From an optimization exercise on the open Yosys and OpenROAD flow, aimed at small area, a short achievable clock period and few clock cycles; shortcuts taken in it are not production practice. No run shown here included a check of the RTL's function; only the layout flow was run.

## run.sh

```bash
#!/bin/bash
# synth_recipe.tcl (not shown) runs the flow's synth.tcl, then flattens the netlist and writes it again
# the make line also repeats each setting of config.mk as NAME=value (left out here)
make -C /OpenROAD-flow-scripts/flow DESIGN_CONFIG=/design/flow/config.mk WORK_HOME=/design/flow/orfs CLKGATE_MAP_FILE= SYNTH_SCRIPT=/design/flow/synth_recipe.tcl finish
```

## config.mk

```make
export PLATFORM = sky130hd
export DESIGN_NAME = smdv_top
export DESIGN_NICKNAME = smdv_top
export VERILOG_FILES = /design/flow/design.v
export SDC_FILE = /design/flow/constraint.sdc
export NUM_CORES = 4
export LEC_CHECK = 0
export CAP_MARGIN = 20
export CORE_MARGIN = 2
export CORE_UTILIZATION = 40
export SETUP_SLACK_MARGIN = 5
export SLEW_MARGIN = 20
export SYNTH_HIERARCHICAL = 1
```

## design.v

```verilog
package smdv_pkg;
  localparam int DIMS_DEF       = 39;
  localparam int MAX_FRAMES_DEF = 1024;
endpackage
module smdv_top (
  input  logic        clk_i,
  input  logic        rst_ni,
  input  logic        start_i,
  input  logic [17:0] in_i,
  output logic        busy_o,
  output logic        out_valid_o,
  output logic [55:0] out_o
);
  localparam int D  = 39;
  localparam int L  = 29;    
  function automatic logic [10:0] dstep(input logic [9:0] rem, input logic b,
                                        input logic [10:0] dv);
    logic [10:0] t;
    logic [11:0] df;
    t  = {rem, b};
    df = {1'b0, t} - {1'b0, dv};
    dstep = df[11] ? {1'b0, t[9:0]} : {1'b1, df[9:0]};
  endfunction
  logic        busy_q;
  logic        c_vld_q;
  logic [1:0]  c_mode_q;
  logic [15:0] c_val_q;
  logic [5:0]  hd_q, pos_q, dl_q, sw_q, rt_q, od_q;
  logic [6:0]  rb_q;
  logic [10:0] n_q, n1_q;
  logic        drop_q;
  logic        a_vld_q;
  logic [15:0] a_v_q;
  logic        acc, full, al, c_push, c_rpt, c_clr, c_spr, pc, wrap;
  logic        push_add, push_drop, rpt_go, c_done, c_stall;
  logic        c_vld_d, busy_d, al_d, n10_d;
  logic [1:0]  c_mode_d;
  assign acc       = start_i & ~busy_q;
  assign full      = n_q[10];
  assign c_push    = c_vld_q & (c_mode_q == 2'd0);
  assign c_rpt     = c_vld_q & (c_mode_q == 2'd1);
  assign c_clr     = c_vld_q & (c_mode_q == 2'd2);
  assign c_spr     = c_vld_q & (c_mode_q == 2'd3);
  assign al        = (dl_q == 6'd1);
  assign push_add  = c_push & ~full & al;
  assign push_drop = c_push & full;
  assign pc        = push_add | push_drop;
  assign wrap      = push_add & (pos_q == 6'd38);
  assign rpt_go    = c_rpt & (sw_q == 6'd0) & (hd_q == 6'd38);
  assign c_done    = pc | rpt_go | c_clr | c_spr;
  assign c_stall   = c_vld_q & ~c_done;
  assign c_vld_d  = acc | c_stall;
  assign c_mode_d = acc ? in_i[17:16] : c_mode_q;
  assign al_d     = c_clr | (pc ? (dl_q == 6'd1) : (dl_q == 6'd2));
  assign n10_d    = ~c_clr & (wrap ? n1_q[10] : n_q[10]);
  assign busy_d   = rpt_go | (rb_q > 7'd1)
                  | (c_vld_d & (c_mode_d == 2'd1))
                  | (c_vld_d & (c_mode_d == 2'd0) & ~n10_d & ~al_d);
  always_ff @(posedge clk_i or negedge rst_ni) begin
    if (!rst_ni) begin
      busy_q   <= 1'b0;
      c_vld_q  <= 1'b0;
      c_mode_q <= 2'd0;
      hd_q     <= 6'd37;
      pos_q    <= 6'd0;
      dl_q     <= 6'd2;
      sw_q     <= 6'd39;
      rb_q     <= 7'd0;
      rt_q     <= 6'd0;
      n_q      <= 11'd0;
      n1_q     <= 11'd1;
      drop_q   <= 1'b0;
      a_vld_q  <= 1'b0;
    end else begin
      busy_q   <= busy_d;
      c_vld_q  <= c_vld_d;
      c_mode_q <= c_mode_d;
      hd_q     <= c_clr ? 6'd38 : (hd_q == 6'd38) ? 6'd0 : hd_q + 6'd1;
      if (c_clr)   pos_q <= 6'd0;
      else if (pc) pos_q <= (pos_q == 6'd38) ? 6'd0 : pos_q + 6'd1;
      if (c_clr)    dl_q <= 6'd1;
      else if (!pc) dl_q <= (dl_q == 6'd0) ? 6'd38 : dl_q - 6'd1;
      sw_q     <= c_clr ? 6'd39 : (sw_q != 6'd0) ? sw_q - 6'd1 : 6'd0;
      rb_q     <= rpt_go ? 7'(L + 38) : (rb_q != 7'd0) ? rb_q - 7'd1 : 7'd0;
      rt_q     <= rpt_go ? 6'd39 : (rt_q != 6'd0) ? rt_q - 6'd1 : 6'd0;
      if (c_clr)     n_q <= 11'd0;
      else if (wrap) n_q <= n1_q;
      n1_q     <= n_q + 11'd1;
      drop_q   <= ~c_clr & (push_drop | drop_q);
      a_vld_q  <= push_add;
    end
  end
  logic signed [7:0]  vh;
  logic        [7:0]  vl;
  logic        [14:0] a_hh_q;
  logic signed [16:0] a_hl_q;
  logic        [15:0] a_ll_q;
  assign vh = c_val_q[15:8];
  assign vl = c_val_q[7:0];
  always_ff @(posedge clk_i) begin
    if (acc) c_val_q <= in_i[15:0];
    a_v_q  <= c_val_q;
    a_hh_q <= a_hh;
    a_hl_q <= a_hl;
    a_ll_q <= a_ll;
  end
  logic [14:0] a_hh;
  logic [16:0] a_hl;
  logic [15:0] a_ll;
  smdv_mul #(.WA(8), .WB(8), .WP(15), .SA(1), .SB(1)) u_mhh (.a_i(vh), .b_i(vh), .p_o(a_hh));
  smdv_mul #(.WA(8), .WB(8), .WP(17), .SA(1), .SB(0)) u_mhl (.a_i(vh), .b_i(vl), .p_o(a_hl));
  smdv_mul #(.WA(8), .WB(8), .WP(16), .SA(0), .SB(0)) u_mll (.a_i(vl), .b_i(vl), .p_o(a_ll));
  logic signed [25:0] s1r [D];
  logic [40:0]        s2r [D];
  logic               zero;
  assign zero = (sw_q != 6'd0);
  logic [25:0] s1_in;
  logic [40:0] s2_in;
  smdv_acc u_acc (.s1_i(s1r[0]), .s2_i(s2r[0]), .zero_i(zero), .vld_i(a_vld_q),
                  .v_i(a_v_q), .hh_i(a_hh_q), .hl_i(a_hl_q), .ll_i(a_ll_q),
                  .s1_o(s1_in), .s2_o(s2_in));
  always_ff @(posedge clk_i) begin
    for (int i = 0; i < D - 1; i++) begin
      s1r[i] <= s1r[i+1];
      s2r[i] <= s2r[i+1];
    end
    s1r[D-1] <= s1_in;
    s2r[D-1] <= s2_in;
  end
  localparam int PZ = 9;           
  localparam int PY = 10;          
  localparam int PV = 11;          
  localparam int NV = 16;          
  localparam int PF = PV + NV;     
  logic [L:1] pv_q;
  always_ff @(posedge clk_i or negedge rst_ni) begin
    if (!rst_ni) pv_q <= '0;
    else         pv_q <= {pv_q[L-1:1], (rt_q != 6'd0)};
  end
  localparam int NC = 8;
  logic [10:0] nc_q [0:NC-1];
  always_ff @(posedge clk_i) begin
    nc_q[0] <= n_q;
    for (int i = 1; i < NC; i++) nc_q[i] <= nc_q[i-1];
  end
  function automatic int ncopy(input int p);
    ncopy = (p < 2) ? 0 : (p < 5) ? 1 : (p < 9) ? 2 : (p < 13) ? 3
          : (p < 17) ? 4 : (p < 21) ? 5 : (p < 25) ? 6 : 7;
  endfunction
  logic signed [25:0] t0;
  logic [11:0]        bh;
  logic               unf0, ovf0;
  logic [10:0]        st0a;
  assign t0   = s1r[0];
  assign bh   = {{2{t0[25]}}, t0[25:16]} + {1'b0, nc_q[0]};
  assign unf0 = bh[11];
  assign ovf0 = ~bh[11] & ({1'b0, bh[10:1]} >= nc_q[0]);
  assign st0a = dstep(bh[10:1], bh[0], nc_q[0]);
  logic [9:0]  mr_q [1:PZ];
  logic [16:0] mq_q [1:PZ];
  logic        unf_q [1:PF];
  logic        ovf_q [1:PF];
  always_ff @(posedge clk_i) begin
    mr_q[1]  <= st0a[9:0];
    mq_q[1]  <= {st0a[10], 16'd0};
    unf_q[1] <= unf0;
    ovf_q[1] <= ovf0;
  end
  for (genvar s = 1; s <= 8; s++) begin : g_mean
    logic [25:0] tap;
    logic [9:0]  rn;
    logic [1:0]  qb;
    assign tap = s1r[D-s];
    smdv_dstep2 u_ds (.rem_i(mr_q[s]), .bit_i(tap[17-2*s -: 2]), .dv_i(nc_q[ncopy(s)]),
                      .rem_o(rn), .q_o(qb));
    always_ff @(posedge clk_i) begin
      mr_q[s+1]  <= rn;
      mq_q[s+1]  <= mq_q[s] | (17'(qb) << (16 - 2*s));
      unf_q[s+1] <= unf_q[s];
      ovf_q[s+1] <= ovf_q[s];
    end
  end
  logic signed [16:0] mz;
  logic signed [21:0] zl_q, zh_q;
  logic signed [16:0] m_q [PY:PF-1];
  logic [9:0]         r_q [PY:PF-1];
  assign mz = {~mq_q[PZ][16], mq_q[PZ][15:0]};
  logic [21:0] zl, zh;
  smdv_mul #(.WA(17), .WB(5), .WP(22), .SA(1), .SB(0)) u_zl (.a_i(mz), .b_i(mr_q[PZ][4:0]), .p_o(zl));
  smdv_mul #(.WA(17), .WB(5), .WP(22), .SA(1), .SB(0)) u_zh (.a_i(mz), .b_i(mr_q[PZ][9:5]), .p_o(zh));
  always_ff @(posedge clk_i) begin
    zl_q      <= zl;
    zh_q      <= zh;
    m_q[PY]   <= mz;
    r_q[PY]   <= mr_q[PZ];
    unf_q[PY] <= unf_q[PZ];
    ovf_q[PY] <= ovf_q[PZ];
  end
  logic signed [41:0] yy;
  logic [31:0] yq_q [PV:PF];
  logic [9:0]  vr_q [PV:PF];
  logic        yn_q [PV:PF];
  smdv_ysub u_ysub (.s2_i(s2r[D-PY]), .zl_i(zl_q), .zh_i(zh_q), .y_o(yy));
  always_ff @(posedge clk_i) begin
    yq_q[PV]  <= yy[31:0];
    vr_q[PV]  <= yy[41:32];
    yn_q[PV]  <= yy[41];
    m_q[PV]   <= m_q[PY];
    r_q[PV]   <= r_q[PY];
    unf_q[PV] <= unf_q[PY];
    ovf_q[PV] <= ovf_q[PY];
  end
  for (genvar s = PV; s < PF; s++) begin : g_var
    logic [9:0]  rn;
    logic [1:0]  qb;
    smdv_dstep2 u_ds (.rem_i(vr_q[s]), .bit_i(yq_q[s][31:30]), .dv_i(nc_q[ncopy(s)]),
                      .rem_o(rn), .q_o(qb));
    always_ff @(posedge clk_i) begin
      yq_q[s+1]  <= {yq_q[s][29:0], qb};
      vr_q[s+1]  <= rn;
      yn_q[s+1]  <= yn_q[s];
      unf_q[s+1] <= unf_q[s];
      ovf_q[s+1] <= ovf_q[s];
    end
    if (s < PF - 1) begin : g_mr
      always_ff @(posedge clk_i) begin
        m_q[s+1] <= m_q[s];
        r_q[s+1] <= r_q[s];
      end
    end
  end
  function automatic logic [15:0] mean_sat(input logic signed [16:0] m,
                                            input logic unf, input logic ovf);
    if (unf)                    mean_sat = 16'h8000;
    else if (ovf)               mean_sat = 16'h7fff;
    else if (m > 17'sd32767)    mean_sat = 16'h7fff;
    else if (m < -17'sd32768)   mean_sat = 16'h8000;
    else                        mean_sat = m[15:0];
  endfunction
  logic signed [7:0]  mh;
  logic        [8:0]  ml;
  logic        [4:0]  rh, rl;
  logic        [14:0] p_mhh_q;
  logic signed [16:0] p_mhl_q;
  logic        [17:0] p_mll_q;
  logic        [9:0]  p_rhh_q, p_rhl_q, p_rll_q;
  logic        [15:0] mean_q [PF:PF+1];
  logic               zf_q [PF:PF+1];
  assign mh = m_q[PF-1][16:9];
  assign ml = m_q[PF-1][8:0];
  assign rh = r_q[PF-1][9:5];
  assign rl = r_q[PF-1][4:0];
  logic [14:0] p_mhh;
  logic [16:0] p_mhl;
  logic [17:0] p_mll;
  logic [9:0]  p_rhh, p_rhl, p_rll;
  smdv_mul #(.WA(8), .WB(8), .WP(15), .SA(1), .SB(1)) u_pmhh (.a_i(mh), .b_i(mh), .p_o(p_mhh));
  smdv_mul #(.WA(8), .WB(9), .WP(17), .SA(1), .SB(0)) u_pmhl (.a_i(mh), .b_i(ml), .p_o(p_mhl));
  smdv_mul #(.WA(9), .WB(9), .WP(18), .SA(0), .SB(0)) u_pmll (.a_i(ml), .b_i(ml), .p_o(p_mll));
  smdv_mul #(.WA(5), .WB(5), .WP(10), .SA(0), .SB(0)) u_prhh (.a_i(rh), .b_i(rh), .p_o(p_rhh));
  smdv_mul #(.WA(5), .WB(5), .WP(10), .SA(0), .SB(0)) u_prhl (.a_i(rh), .b_i(rl), .p_o(p_rhl));
  smdv_mul #(.WA(5), .WB(5), .WP(10), .SA(0), .SB(0)) u_prll (.a_i(rl), .b_i(rl), .p_o(p_rll));
  always_ff @(posedge clk_i) begin
    p_mhh_q    <= p_mhh;
    p_mhl_q    <= p_mhl;
    p_mll_q    <= p_mll;
    p_rhh_q    <= p_rhh;
    p_rhl_q    <= p_rhl;
    p_rll_q    <= p_rll;
    mean_q[PF] <= (n_q == 11'd0) ? 16'd0 : mean_sat(m_q[PF-1], unf_q[PF-1], ovf_q[PF-1]);
  end
  logic signed [33:0] dd, dm;
  logic        [19:0] rsq;
  logic        [15:0] nxl, nxh;
  smdv_fin1 u_fin1 (.c_i(yq_q[PF]), .mhh_i(p_mhh_q), .mhl_i(p_mhl_q), .mll_i(p_mll_q),
                    .rhh_i(p_rhh_q), .rhl_i(p_rhl_q), .rll_i(p_rll_q),
                    .dd_o(dd), .dm_o(dm), .rsq_o(rsq));
  smdv_mul #(.WA(11), .WB(5), .WP(16), .SA(0), .SB(0)) u_nxl (.a_i(nc_q[NC-1]), .b_i(vr_q[PF][4:0]), .p_o(nxl));
  smdv_mul #(.WA(11), .WB(5), .WP(16), .SA(0), .SB(0)) u_nxh (.a_i(nc_q[NC-1]), .b_i(vr_q[PF][9:5]), .p_o(nxh));
  logic signed [33:0] dd_q, dm_q;
  logic        [19:0] rsq_q;
  logic        [15:0] nxl_q, nxh_q;
  always_ff @(posedge clk_i) begin
    dd_q         <= dd;
    dm_q         <= dm;
    rsq_q        <= rsq;
    nxl_q        <= nxl;
    nxh_q        <= nxh;
    zf_q[PF+1]   <= unf_q[PF] | ovf_q[PF] | yn_q[PF] | (n_q == 11'd0);
    mean_q[PF+1] <= mean_q[PF];
  end
  logic signed [33:0] vv;
  logic [30:0]        vres;
  smdv_fin2 u_fin2 (.nxl_i(nxl_q), .nxh_i(nxh_q), .rsq_i(rsq_q), .dd_i(dd_q), .dm_i(dm_q),
                    .zf_i(zf_q[PF+1]), .v_o(vres));
  logic        empty;
  logic        ov_q;
  logic [55:0] out_q;
  assign empty = (n_q == 11'd0);
  always_ff @(posedge clk_i or negedge rst_ni) begin
    if (!rst_ni) begin
      ov_q <= 1'b0;
      od_q <= 6'd0;
    end else begin
      ov_q <= pv_q[L-1];
      if (rpt_go)          od_q <= 6'd0;
      else if (pv_q[L-1])  od_q <= od_q + 6'd1;
    end
  end
  always_ff @(posedge clk_i) begin
    out_q <= {od_q, mean_q[PF+1], vres, empty, drop_q, (od_q == 6'd38)};
  end
  assign busy_o      = busy_q;
  assign out_valid_o = ov_q;
  assign out_o       = out_q;
endmodule
module smdv_dstep2 (
  input  logic [9:0]  rem_i,
  input  logic [1:0]  bit_i,
  input  logic [10:0] dv_i,
  output logic [9:0]  rem_o,
  output logic [1:0]  q_o
);
  function automatic logic [10:0] dstep(input logic [9:0] rem, input logic b,
                                        input logic [10:0] dv);
    logic [10:0] t;
    logic [11:0] df;
    t  = {rem, b};
    df = {1'b0, t} - {1'b0, dv};
    dstep = df[11] ? {1'b0, t[9:0]} : {1'b1, df[9:0]};
  endfunction
  logic [10:0] a, b;
  assign a = dstep(rem_i, bit_i[1], dv_i);
  assign b = dstep(a[9:0], bit_i[0], dv_i);
  assign rem_o = b[9:0];
  assign q_o   = {a[10], b[10]};
endmodule
module smdv_mul #(
  parameter int WA = 8,
  parameter int WB = 8,
  parameter int WP = 16,
  parameter bit SA = 1'b0,
  parameter bit SB = 1'b0
) (
  input  logic [WA-1:0] a_i,
  input  logic [WB-1:0] b_i,
  output logic [WP-1:0] p_o
);
  logic signed [WA:0] a;
  logic signed [WB:0] b;
  assign a   = {SA & a_i[WA-1], a_i};
  assign b   = {SB & b_i[WB-1], b_i};
  assign p_o = WP'(a * b);
endmodule
module smdv_acc (
  input  logic [25:0] s1_i,
  input  logic [40:0] s2_i,
  input  logic        zero_i,
  input  logic        vld_i,
  input  logic [15:0] v_i,
  input  logic [14:0] hh_i,
  input  logic [16:0] hl_i,
  input  logic [15:0] ll_i,
  output logic [25:0] s1_o,
  output logic [40:0] s2_o
);
  assign s1_o = (zero_i ? 26'd0 : s1_i) + (vld_i ? {{10{v_i[15]}}, v_i} : 26'd0);
  assign s2_o = (zero_i ? 41'd0 : s2_i)
              + (vld_i ? {10'd0, hh_i, ll_i} : 41'd0)
              + (vld_i ? {{15{hl_i[16]}}, hl_i, 9'd0} : 41'd0);
endmodule
module smdv_ysub (
  input  logic [40:0] s2_i,
  input  logic [21:0] zl_i,
  input  logic [21:0] zh_i,
  output logic [41:0] y_o
);
  assign y_o = {1'b0, s2_i} - {{19{zl_i[21]}}, zl_i, 1'b0} - {{14{zh_i[21]}}, zh_i, 6'b0};
endmodule
module smdv_fin1 (
  input  logic [31:0] c_i,
  input  logic [14:0] mhh_i,
  input  logic [16:0] mhl_i,
  input  logic [17:0] mll_i,
  input  logic [9:0]  rhh_i,
  input  logic [9:0]  rhl_i,
  input  logic [9:0]  rll_i,
  output logic [33:0] dd_o,
  output logic [33:0] dm_o,
  output logic [19:0] rsq_o
);
  logic [33:0] msq;
  assign msq   = {1'b0, mhh_i, mll_i} + {{7{mhl_i[16]}}, mhl_i, 10'd0};
  assign dd_o  = {2'b0, c_i} - msq;
  assign dm_o  = {2'b0, c_i} - msq - 34'd1;
  assign rsq_o = {rhh_i, 10'd0} + {3'd0, rhl_i, 6'd0} + {10'd0, rll_i};
endmodule
module smdv_fin2 (
  input  logic [15:0] nxl_i,
  input  logic [15:0] nxh_i,
  input  logic [19:0] rsq_i,
  input  logic [33:0] dd_i,
  input  logic [33:0] dm_i,
  input  logic        zf_i,
  output logic [30:0] v_o
);
  function automatic logic [30:0] clampv(input logic [33:0] x, input logic z);
    clampv = (z | x[33]) ? 31'd0 : (x[32:31] != 2'd0) ? 31'h7fff_ffff : x[30:0];
  endfunction
  logic bb;
  assign bb  = ({5'd0, nxl_i} + {nxh_i, 5'd0}) < {1'b0, rsq_i};
  assign v_o = bb ? clampv(dm_i, zf_i) : clampv(dd_i, zf_i);
endmodule
```

## constraint.sdc

```tcl
create_clock -name core_clock -period 10.0 [get_ports {clk_i}]
set_input_delay 2.0000 -clock core_clock [delete_from_list [all_inputs] [get_ports {clk_i}]]
set_output_delay 2.0000 -clock core_clock [all_outputs]
set_load 0.01 [all_outputs]
```

==> flow_metrics.env, run 1 <==
export IMPL_status="finished clean"
export IMPL_drtAntennaViolNets=0
export IMPL_rsz0062_at_grt="false"
export IMPL_synthArstFlopShare_pct=2.16
export IMPL_drt_iter0_markers=3870
export IMPL_die_h_um=644
export IMPL_timing_max_cap_violations=0
export IMPL_slew_headroom_pct=40.3
export IMPL_yosysWarnings=37
export IMPL_core_um2=409000
export IMPL_utilization_pct=45.7
export IMPL_grt_pass1_vias=90200
export IMPL_die_area_um2=415000
export IMPL_routed_wl_um=287000
export IMPL_grt_antenna_before_repair=17
export IMPL_drt_wirelength_per_cell_um=14.5
export IMPL_tns_ns=0
export IMPL_clock_fmax_mhz=209
export IMPL_vias_per_cell=4.52
export IMPL_arrival_ns=5.58
export IMPL_cp_start_kind="register"
export IMPL_drc=0
export IMPL_synth_seq_area_share_pct=56.9
export IMPL_syn_area_per_cell_um2=12.0
export IMPL_n_fill_cell=37100
export IMPL_ys_flop_type="dfxtp_1"
export IMPL_cts_tree="yes"
export IMPL_gp_congestion=0.830
export IMPL_ys_ff_latch=4628
export IMPL_ctsHoldBuffers=0
export IMPL_finalCritPeriodShare_pct=47.7
export IMPL_layout_nets=15800
export IMPL_synth_enable_flop_cells=16
export IMPL_gr_total_overflow=0
export IMPL_final_cell_mix="4492 x dfxtp_1, 1404 x inv_1, 1183 x ha_1"
export IMPL_clkTransAtPathRegs_ns=0.06
export IMPL_yosysUniqueCellTypes=134
export IMPL_num_vias=89600
export IMPL_grt_pass1_wl_um=468000
export IMPL_hp_class="reg -> reg"
export IMPL_cts_root_buf="clkbuf_16"
export IMPL_worst_pin_slew_ns=0.895
export IMPL_required_ns=10.81
export IMPL_synth_nets=15400
export IMPL_clock_path_buffers=4
export IMPL_grtUsageTotal_pct=13.7
export IMPL_cts_sinks=4628
export IMPL_syn_area_um2=164000
export IMPL_insertion_delay_ns=0.98
export IMPL_synthCells=13600
export IMPL_post_dp_hpwl_um=205000
export IMPL_floorplan_initialDensity_pct=40.1
export IMPL_cp_end_kind="register"
export IMPL_clock_skew_ns=0.103
export IMPL_dr_pass1_iters=5
export IMPL_numCtsBuffers=437
export IMPL_io_buffers=78
export IMPL_core_rowCount=235
export IMPL_cp_max_fo=28
export IMPL_drive_gt1_share_pct=9.45
export IMPL_htreeDepth=5
export IMPL_fp_dieW_um=644
export IMPL_area_delta_synth_final_pct=13.9
export IMPL_boundaryPins=79
export IMPL_crit_type="reg -> reg"
export IMPL_drv_slew=0
export IMPL_layout_commonest_cell="dfxtp_1"
export IMPL_grt_max_degree=68
export IMPL_hold_violations=0
export IMPL_setup_viol=0
export IMPL_finalCriticalPeriod_ns=4.77
-- Yosys stat by module, one instance, submodules excluded, a selection --
module,copies in the design,cells inside
smdv_dstep2,24,144
smdv_top,1,5102
smdv_fin1,1,583
smdv_fin2,1,262
smdv_acc,1,747
smdv_ysub,1,437
-- flip-flops by register name (all words and copies together) (netlist names), 28 cells and up --
name	cells
s1r	1014
dm_q	34
dd_q	34
r_q	170
pv_q	28
vr_q	170
mq_q	81
s2r	1599
mr_q	90
m_q	289
yq_q	544
nc_q	88
out_q	56
mean_q	32
-- critical path, stage by stage, from the launching register on --
cell	delay, ns
dfxtp_1	0.90
nand2_1	0.16
fa_1	0.53
fa_1	0.55
inv_1	0.06
fa_1	0.52
inv_1	0.05
fa_1	0.52
inv_1	0.04
ha_1	0.35
a21o_1	0.21
a21oi_2	0.19
a21oi_2	0.09
o311ai_0	0.32
o211ai_1	0.14
-- cell type report --
cell class | instances | area (um^2) | share of cell area [%]
diodes | 7 | 17.5 | 0.00938
clock buffers | 597 | 12500 | 6.68
clock inverters | 212 | 2970 | 1.59
inverters | 1406 | 5280 | 2.83
multi-input cells | 7422 | 64700 | 34.7
flip-flops and latches | 4628 | 93300 | 50.0
well taps | 5451 | 6820 | 3.65
repair buffers | 108 | 1070 | 0.573
-- through the flow --
step	setup slack [ns]	hold slack [ns]	std cells	area, um^2
3_5_place_dp	4.80	0.312	19000	171000
5_1_grt	4.92	0.228	19800	187000
6_report	5.23	0.234	19800	187000
4_1_cts	5.00	0.224	19800	186000
3_3_place_gp	4.88	0.310	19000	171000
2_1_floorplan	5.47	0.310	13600	164000
-- cells by family (layout without fill, tap and decap cells) --
logic type,count (synthesis),count (layout),share of synthesized area [%]
multiplexers,404,404,2.93
AO/OA/AOI/OAI,1948,1948,8.11
adder cells (fa/ha/maj),1771,1771,16.2
AND/OR/NAND/NOR,2577,2577,8.11
XOR/XNOR,722,722,3.86
other,0,7,0
buffers and inverters,1586,2323,3.83
flip-flops,4628,4628,56.9
-- metal layers --
layer,GRT usage [%],wire length [um],vias up
met4,4.52,9020,0
met3,1.92,9970,507
met5,0,0,-
met2,22.8,131000,1166
met1,18.3,137000,42200
li1,-,-,45800
-- synthesized netlist by cell type, types with 59 or more instances --
cell,n,area [um^2]
dfxtp_1,4512,90300
inv_1,1405,5270
ha_1,1183,14800
nand2_1,633,2380
a21oi_1,612,3060
and2_1,597,3730
fa_1,588,11800
xnor2_1,532,4660
nor2_1,525,1970
o21ai_0,402,2010
mux2_2,221,2490
xor2_1,190,1660
nor2b_1,156,976
nand2b_1,147,920
a21o_1,133,998
o211ai_1,129,968
nand3_1,128,641
nor3_1,127,636
clkbuf_1,101,379
mux2_4,96,1440
dfrtp_1,91,2280
mux2i_1,87,871
a31oi_1,77,482
o21a_1,59,443
-- what timing repair did --
action | 4_1_cts | 5_1_grt
gates cloned | 0 | 0
gates resized for setup | 22 | 48
setup buffers | 0 | 15
setup endpoints to repair | 92 | 288
-- final timing paths --
path                                           from                  end  slack (ns)  cells past startpoint
worst max-delay path            m_q[26][15]$_DFF_P_  p_mhl_q[13]$_DFF_P_        5.23                     14
worst min-delay path             s2r[23][9]$_DFF_P_   s2r[22][9]$_DFF_P_        0.23                      0
worst max register to register  m_q[26][15]$_DFF_P_  p_mhl_q[13]$_DFF_P_        5.23                     14
worst min register to register   s2r[23][9]$_DFF_P_   s2r[22][9]$_DFF_P_        0.23                      0
max in group asynchronous                    rst_ni    a_vld_q$_DFF_PN0_        7.75                      2
min in group asynchronous                    rst_ni    rt_q[4]$_DFF_PN0_        1.04                      1
==> run 2: changes to the inputs <==
--- a/config.mk
+++ b/config.mk
@@ -9,4 +9,6 @@
 export CORE_MARGIN = 2
 export CORE_UTILIZATION = 40
+export CTS_CLUSTER_DIAMETER = 120
+export CTS_CLUSTER_SIZE = 30
 export SETUP_SLACK_MARGIN = 5
 export SLEW_MARGIN = 20
==> run 2 against run 1 <==
Critical path depth is 1 higher. Worst hold slack improved by 0.0087 ns. Fmax rose by 0.27%. Sequential share of layout area up 2.7 points. Flip-flop and latch count is the same. Non-clock buffer count up 14. Synthesized cell count did not move. Cell count shrank 2.8%. Global-route usage down 0.32 points. Highest routed layer unchanged.
==> flow_metrics.env, run 2 <==
export IMPL_hold_depth=0
export IMPL_clock_skew_ns=0.106
export IMPL_fin_hold_ws_ns=0.243
export IMPL_ys_flop_type="dfxtp_1"
export IMPL_htreeDepth=4
export IMPL_yosysTopAreaCellShare_pct=55.1
export IMPL_drtAntennaViolNets=0
export IMPL_num_vias=87500
export IMPL_status="finished clean"
export IMPL_hold_violations=0
export IMPL_reg2reg_depth=15
export IMPL_insertion_delay_ns=0.97
export IMPL_grtUsageTotal_pct=13.4
export IMPL_floorplan_initialDensity_pct=40.1
export IMPL_synthMostInstantiatedCell="dfxtp_1"
export IMPL_post_dp_hpwl_um=205000
export IMPL_synth_compound_area_share_pct=8.11
export IMPL_final_cell_mix="4491 x dfxtp_1, 1404 x inv_1, 1183 x ha_1"
export IMPL_synth_enable_flop_cells=16
export IMPL_setup_viol=0
export IMPL_clock_fmax_mhz=210
export IMPL_top_regs="s2r x1599, s1r x1014, yq_q x544"
export IMPL_die_h_um=644
export IMPL_cp_max_fo=14
export IMPL_synthAdderAreaFrac_pct=16.2
export IMPL_cts_sinks=4628
export IMPL_synth_top_family_by_area="adder cells"
export IMPL_drt_wirelength_per_cell_um=14.6
export IMPL_synth_area_top_cells="dfxtp_1 55%, ha_1 9.0%, fa_1 7.2%, inv_1 3.2%, xnor2_1 2.8%"
export IMPL_fp_dieW_um=644
export IMPL_grt_pass1_vias=87100
export IMPL_worst_r2r_setup_slack_ns=5.24
export IMPL_clock_path_buffers=4
export IMPL_timing_max_cap_violations=0
export IMPL_synthMuxAreaShare_pct=2.93
export IMPL_area_delta_synth_final_pct=7.99
export IMPL_required_ns=10.81
export IMPL_die_area_um2=415000
export IMPL_synth_nets=15400
export IMPL_top_register="s2r"
export IMPL_ys_ff_latch=4628
export IMPL_syn_area_um2=164000
export IMPL_gr_total_overflow=0
export IMPL_arrival_ns=5.57
export IMPL_gp_congestion=0.830
export IMPL_finalCritPeriodShare_pct=47.6
export IMPL_dr_pass1_iters=5
export IMPL_boundaryPins=79
export IMPL_reg2reg_to="a_hh_q[13]$_DFF_P_"
export IMPL_synth_xor_area_share_pct=3.86
export IMPL_cts_root_buf="clkbuf_16"
export IMPL_synthSimpleGateAreaFrac_pct=8.11
export IMPL_routed_wl_um=282000
export IMPL_cts_tree="yes"
export IMPL_tns_ns=0
export IMPL_yosysUniqueCellTypes=134
export IMPL_grt_max_degree=68
export IMPL_cp_start_kind="register"
export IMPL_synth_common_cells="4512 x dfxtp_1, 1405 x inv_1, 1183 x ha_1, 633 x nand2_1, 612 x a21oi_1"
export IMPL_yosysWarnings=37
export IMPL_synth_top_area_cell="dfxtp_1"
export IMPL_numCtsBuffers=189
export IMPL_clkTransAtPathRegs_ns=0.11
export IMPL_r2r_start="c_val_q[11]$_DFFE_PP_"
export IMPL_post_dp_cell_area_um2=171000
export IMPL_drive_gt1_share_pct=6.36
export IMPL_cp_end_kind="register"
export IMPL_rsz0062_at_grt="false"
export IMPL_worstHoldEndpoint="s1r[11][16]$_DFF_P_"
export IMPL_synth_seq_area_share_pct=56.9
export IMPL_layout_commonest_cell="dfxtp_1"
export IMPL_synthCells=13600
export IMPL_crit_type="reg -> reg"
export IMPL_core_rowCount=235
export IMPL_core_um2=409000
export IMPL_drv_slew=0
export IMPL_io_buffers=78
export IMPL_slew_headroom_pct=42.8
export IMPL_hp_class="reg -> reg"
export IMPL_hold_start="s1r[12][16]$_DFF_P_"
export IMPL_largest_reg_flops=1599
export IMPL_vias_per_cell=4.54
export IMPL_syn_area_per_cell_um2=12.0
export IMPL_synthArstFlopShare_pct=2.16
export IMPL_grt_pass1_wl_um=458000
export IMPL_grt_antenna_before_repair=18
export IMPL_drc=0
export IMPL_worst_pin_slew_ns=0.857
export IMPL_utilization_pct=43.3
export IMPL_finalCriticalPeriod_ns=4.76
export IMPL_drt_iter0_markers=4129
export IMPL_layout_nets=15600
export IMPL_design_area_um2=177000
[run 2: cell count changes in the layout (fill, tap and decap cells not counted), sizes merged]
cell,before,now
inv,1435,1427
bufinv,48,2
clkinv,113,19
diode,7,3
clkbuf,600,207
buf,28,42
clkinvlp,22,4
[run 2: worst max path at each step]
| stage | from | endpoint | cells past startpoint |
|---|---|---|---|
| 6_report | c_val_q[11]$_DFFE_PP_ | a_hh_q[13]$_DFF_P_ | 15 |
| 5_1_grt | nxh_q[0]$_DFF_P_ | out_q[10]$_DFF_P_ | 17 |
| 4_1_cts | nc_q[4][1]$_DFF_P_ | vr_q[17][4]$_DFF_P_ | 13 |
| 3_5_place_dp | nc_q[7][1]$_DFF_P_ | vr_q[27][5]$_DFF_P_ | 13 |
| 3_3_place_gp | nc_q[7][1]$_DFF_P_ | vr_q[27][5]$_DFF_P_ | 13 |
| 2_1_floorplan | m_q[26][16]$_DFF_P_ | p_mhl_q[13]$_DFF_P_ | 14 |
[run 2: stage by stage]
step                setup slack, ns  cells
floorplan                      5.47  13600
global placement               4.88  19000
detailed placement             4.80  19000
CTS                            5.01  19300
global route                   4.89  19300
finish                         5.24  19300
[run 2: modules after synthesis (local to each module, per instance), a selection]
module | flip-flops and latches | times used | cell area (um^2)
smdv_fin2 | 0 | 1 | 1830
smdv_acc | 0 | 1 | 5120
smdv_ysub | 0 | 1 | 3360
smdv_dstep2 | 0 | 24 | 1120
smdv_top | 4628 | 1 | 96400
smdv_fin1 | 0 | 1 | 4130
[run 2: cell type report]
class | instances | area (um^2)
fill | 38000 | 232000
sequential | 4628 | 93300
multi-input combinational | 7422 | 64700
tap | 5451 | 6820
inverter | 1406 | 5280
clock buffer | 204 | 4850
timing repair buffer | 122 | 1160
clock inverter | 46 | 769
antenna | 3 | 7.51
[run 2: critical path: stages (launching register included)]
cell and delay [ns]:
edfxtp_1 0.67, buf_6 0.28, and2_1 0.17, fa_1 0.54, inv_1 0.05, fa_1 0.48
inv_1 0.06, fa_1 0.53, inv_1 0.06, fa_1 0.52, inv_1 0.04, ha_1 0.33
o21ai_0 0.30, o21ai_2 0.14, nand4_1 0.09, or3b_1 0.34
[run 2: cells by family (layout without fill, tap and decap cells)]
group / Yosys count / count (layout)
compound gates: 1948 / 1948
mux: 404 / 404
flops: 4628 / 4628
xor+xnor: 722 / 722
fa+ha+maj: 1771 / 1771
simple gates: 2577 / 2577
buf+inv: 1586 / 1778
other cells: 0 / 3
[run 2: per-layer routing]
layer	up-vias	global-route usage, %	part of all wire (%)
met5	-	0	0
met4	0	2.81	2.1
met3	312	1.62	3.1
met2	843	22.7	46
met1	41400	18.3	49
li1	44900	-	-
[run 2: repair_timing]
action	4_1_cts	5_1_grt
setup endpoints to repair	112	290
resized for setup	26	50
buffers inserted	2	27
hold buffers	0	0
cloned	0	0
==> run 3: changes to the inputs <==
==> flow/run.sh (new file) <==
#!/bin/bash
cp standard.sh standard_sh.log 2>/dev/null
export SETUP_SLACK_MARGIN=6.4
bash standard.sh > standard.log 2>&1
==> standard.sh (new file) <==
#!/bin/bash
# synth_recipe.tcl (not shown) runs the flow's synth.tcl, then flattens the netlist and writes it again
# the make line also repeats each setting of config.mk as NAME=value (left out here)
make -C /OpenROAD-flow-scripts/flow DESIGN_CONFIG=/design/flow/config.mk WORK_HOME=/design/flow/orfs CLKGATE_MAP_FILE= SYNTH_SCRIPT=/design/flow/synth_recipe.tcl "${@:-finish}"
--- a/config.mk
+++ b/config.mk
@@ -9,7 +9,4 @@
 export CORE_MARGIN = 2
 export CORE_UTILIZATION = 40
-export CTS_CLUSTER_DIAMETER = 120
-export CTS_CLUSTER_SIZE = 30
-export SETUP_SLACK_MARGIN = 5
 export SLEW_MARGIN = 20
 export SYNTH_HIERARCHICAL = 1
removed: run.sh
==> run 3 against run 2 <==
Wire length is 15% higher. Register-to-register slack better by 0.55 ns. Count of clock-buffer cells in the layout rose by 393. Global-route usage up 1.6 points. Area after synthesis unchanged. Sequential share of layout area is 7.7 points lower. Synthesized cell count unchanged. Critical endpoint is now a_hl_q[13]$_DFF_P_. Highest routed layer is now met5.
==> flow_metrics.env, run 3 <==
export IMPL_status="finished clean"
export IMPL_crit_start="c_val_q[3]$_DFFE_PP_"
export IMPL_synth_area_top_cells="dfxtp_1 55%, ha_1 9.0%, fa_1 7.2%, inv_1 3.2%, xnor2_1 2.8%"
export IMPL_syn_area_um2=164000
export IMPL_yosysTopAreaCellShare_pct=55.1
export IMPL_dr_pass1_iters=5
export IMPL_numCtsBuffers=434
export IMPL_cp_end_kind="register"
export IMPL_synth_nets=15400
export IMPL_synth_top_area_cell="dfxtp_1"
export IMPL_floorplan_initialDensity_pct=40.1
export IMPL_final_cell_mix="4342 x dfxtp_1, 1189 x inv_1, 702 x ha_1"
export IMPL_ys_flop_type="dfxtp_1"
export IMPL_worst_pin_slew_ns=1.09
export IMPL_reg2reg_to="a_hl_q[13]$_DFF_P_"
export IMPL_area_delta_synth_final_pct=27.2
export IMPL_setup_viol=0
export IMPL_ys_ff_latch=4628
export IMPL_cts_root_buf="clkbuf_16"
export IMPL_crit_type="reg -> reg"
export IMPL_grt_max_degree=65
export IMPL_gp_congestion=0.820
export IMPL_syn_area_per_cell_um2=12.0
export IMPL_reg2reg_depth=14
export IMPL_synthCells=13600
export IMPL_gr_total_overflow=0
export IMPL_synth_common_cells="4512 x dfxtp_1, 1405 x inv_1, 1183 x ha_1, 633 x nand2_1, 612 x a21oi_1"
export IMPL_cp_start_kind="register"
export IMPL_routed_wl_um=324000
export IMPL_top_regs="s2r x1599, s1r x1014, yq_q x544"
export IMPL_ctsHoldBuffers=0
export IMPL_yosysWarnings=37
export IMPL_htreeDepth=5
export IMPL_drt_iter0_markers=4088
export IMPL_io_buffers=78
export IMPL_yosysUniqueCellTypes=134
export IMPL_core_um2=409000
export IMPL_die_h_um=644
export IMPL_n_fill_cell=34900
export IMPL_fp_dieW_um=644
export IMPL_rsz0062_at_grt="true"
export IMPL_drt_wirelength_per_cell_um=15.6
export IMPL_grt_pass1_wl_um=505000
export IMPL_cts_sinks=4628
export IMPL_crit_end="a_hl_q[13]$_DFF_P_"
export IMPL_vias_per_cell=4.60
export IMPL_drv_slew=0
export IMPL_fin_hold_ws_ns=0.243
export IMPL_die_area_um2=415000
export IMPL_boundaryPins=79
export IMPL_tns_ns=0
export IMPL_hp_class="reg -> reg"
export IMPL_r2r_start="c_val_q[3]$_DFFE_PP_"
export IMPL_num_vias=95700
export IMPL_largest_reg_flops=1599
export IMPL_worst_r2r_setup_slack_ns=5.79
export IMPL_synth_seq_area_share_pct=56.9
export IMPL_hold_violations=0
export IMPL_insertion_delay_ns=1.01
export IMPL_cp_max_fo=12
export IMPL_required_ns=10.78
export IMPL_post_dp_hpwl_um=207000
export IMPL_finalCriticalPeriod_ns=4.21
export IMPL_grt_antenna_before_repair=19
export IMPL_multiInputGateArea_um2=76500
export IMPL_drtAntennaViolNets=0
export IMPL_grt_pass1_vias=95900
export IMPL_drive_gt1_share_pct=26.7
export IMPL_layout_nets=16800
export IMPL_drc=0
export IMPL_slew_headroom_pct=27.2
export IMPL_top_register="s2r"
export IMPL_synthMostInstantiatedCell="dfxtp_1"
export IMPL_synthArstFlopShare_pct=2.16
export IMPL_finalCritPeriodShare_pct=42.1
export IMPL_clock_skew_ns=0.131
export IMPL_arrival_ns=4.99
export IMPL_seq_area_um2=93900
export IMPL_clock_fmax_mhz=237
export IMPL_core_rowCount=235
export IMPL_cts_tree="yes"
export IMPL_layout_commonest_cell="dfxtp_1"
export IMPL_clkTransAtPathRegs_ns=0.08
export IMPL_grtUsageTotal_pct=15.0
export IMPL_synth_enable_flop_cells=16
export IMPL_timing_max_cap_violations=0
export IMPL_clock_path_buffers=4
run 3: per-module statistics from Yosys (local to each module, per instance), excerpt:
module	area, um^2	times used	flip-flops and latches	cells inside
smdv_acc	5120	1	0	747
smdv_dstep2	1120	24	0	144
smdv_fin1	4130	1	0	583
smdv_fin2	1830	1	0	262
smdv_top	96400	1	4628	5102
smdv_ysub	3360	1	0	437
run 3: cell type report:
cell class,count,area share [%]
diodes,10,0.0120
clock buffers,597,5.99
clock inverters,202,1.28
inverters,1406,2.61
multi-input cells,7424,36.7
flip-flops and latches,4628,45.0
well taps,5451,3.27
repair buffers,1098,5.06
repair inverters,2,0.00781
run 3: layer usage:
metal	GRT usage [%]	part of all wire [%]	vias to the layer above	wire, um
met3	2.54	4.0	571	12800
met5	0	0.011	-	37
li1	-	-	47800	-
met1	19.5	46	45900	148000
met2	25.2	47	1393	153000
met4	4.70	3.1	6	10000
run 3: metrics by stage:
stage | instances | util [%] | instance area [um^2] | worst slack (ns)
after global routing | 20800 | 51.0 | 208000 | 5.64
after CTS | 20400 | 48.8 | 199000 | 5.82
after detailed placement | 19000 | 42.0 | 172000 | 5.11
after global placement | 19000 | 42.0 | 172000 | 5.15
final | 20800 | 51.0 | 208000 | 5.79
after floorplan | 13600 | - | 165000 | 5.84
run 3: what timing repair did:
item	CTS	global route
resized for setup	1476	1279
pin swaps	469	676
buffers inserted	603	391
gates cloned	13	6
endpoints found under the setup margin	548	446
run 3: critical path, stage by stage, from the launching register on:
cell and delay (ns):
edfxtp_1 0.43, buf_12 0.18, and2_1 0.18, fa_1 0.57, fa_1 0.45, fa_1 0.49
inv_1 0.06, fa_1 0.52, inv_2 0.05, ha_4 0.25, a21oi_2 0.13, nand2_2 0.10
o2111a_1 0.30, o211ai_1 0.17, nand4b_1 0.16
run 3: logic make-up (layout without fill, tap and decap cells):
kind of cell               Yosys count  in the layout  synth area share (%)
buffers and inverters             1586           3305                  3.83
and+or+nand+nor                   2577           2577                  8.11
adders and majority gates         1771           1771                  16.2
xor gates and xnor gates           722            722                  3.86
DFF                               4628           4628                  56.9
other                                0             10                     0
muxes                              404            404                  2.93
AOI/OAI and AO/OA                 1948           1950                  8.11
run 3: how the worst min path moves through the flow:
| stage | startpoint | end | slack, ns | depth (start not counted) |
|---|---|---|---|---|
| floorplan | m_q[25][0]$_DFF_P_ | m_q[26][0]$_DFF_P_ | 0.31 | 0 |
| global placement | s2r[30][31]$_DFF_P_ | s2r[29][31]$_DFF_P_ | 0.31 | 0 |
| detailed placement | m_q[25][11]$_DFF_P_ | m_q[26][11]$_DFF_P_ | 0.31 | 0 |
| CTS | s1r[32][0]$_DFF_P_ | s1r[31][0]$_DFF_P_ | 0.23 | 0 |
| global route | yn_q[14]$_DFF_P_ | yn_q[15]$_DFF_P_ | 0.24 | 0 |
| finish | s1r[32][0]$_DFF_P_ | s1r[31][0]$_DFF_P_ | 0.24 | 0 |

==> separate check: timing with driven ports <==
How much do the figures lean on ideal ports? The routed layouts below were timed once more, with nothing changed but the port constraints. Step 1, drivers: a clkbuf_16 drives clk_i and a buf_2 each remaining input, both assumed. Step 2, shift: input delay + t, output delay - t, t = (earliest + latest rising clock arrival at the registers) / 2. This alone moves slack from input paths to output paths. Three values: ideal ports, drivers, drivers and shift; two values: the first two.
run	t (ns)	setup slack, ns	slew at the worst register clock pin (ns)	pins driven straight from the clock port
run 1	1.035	5.225 / 5.225 / 5.225	0.07 / 0.07	1
run 2	1.020	5.238 / 5.238 / 5.238	0.12 / 0.12	1
run 3	1.043	5.787 / 5.787 / 5.787	0.08 / 0.08	1
After both steps setup and hold are still met in every run listed.
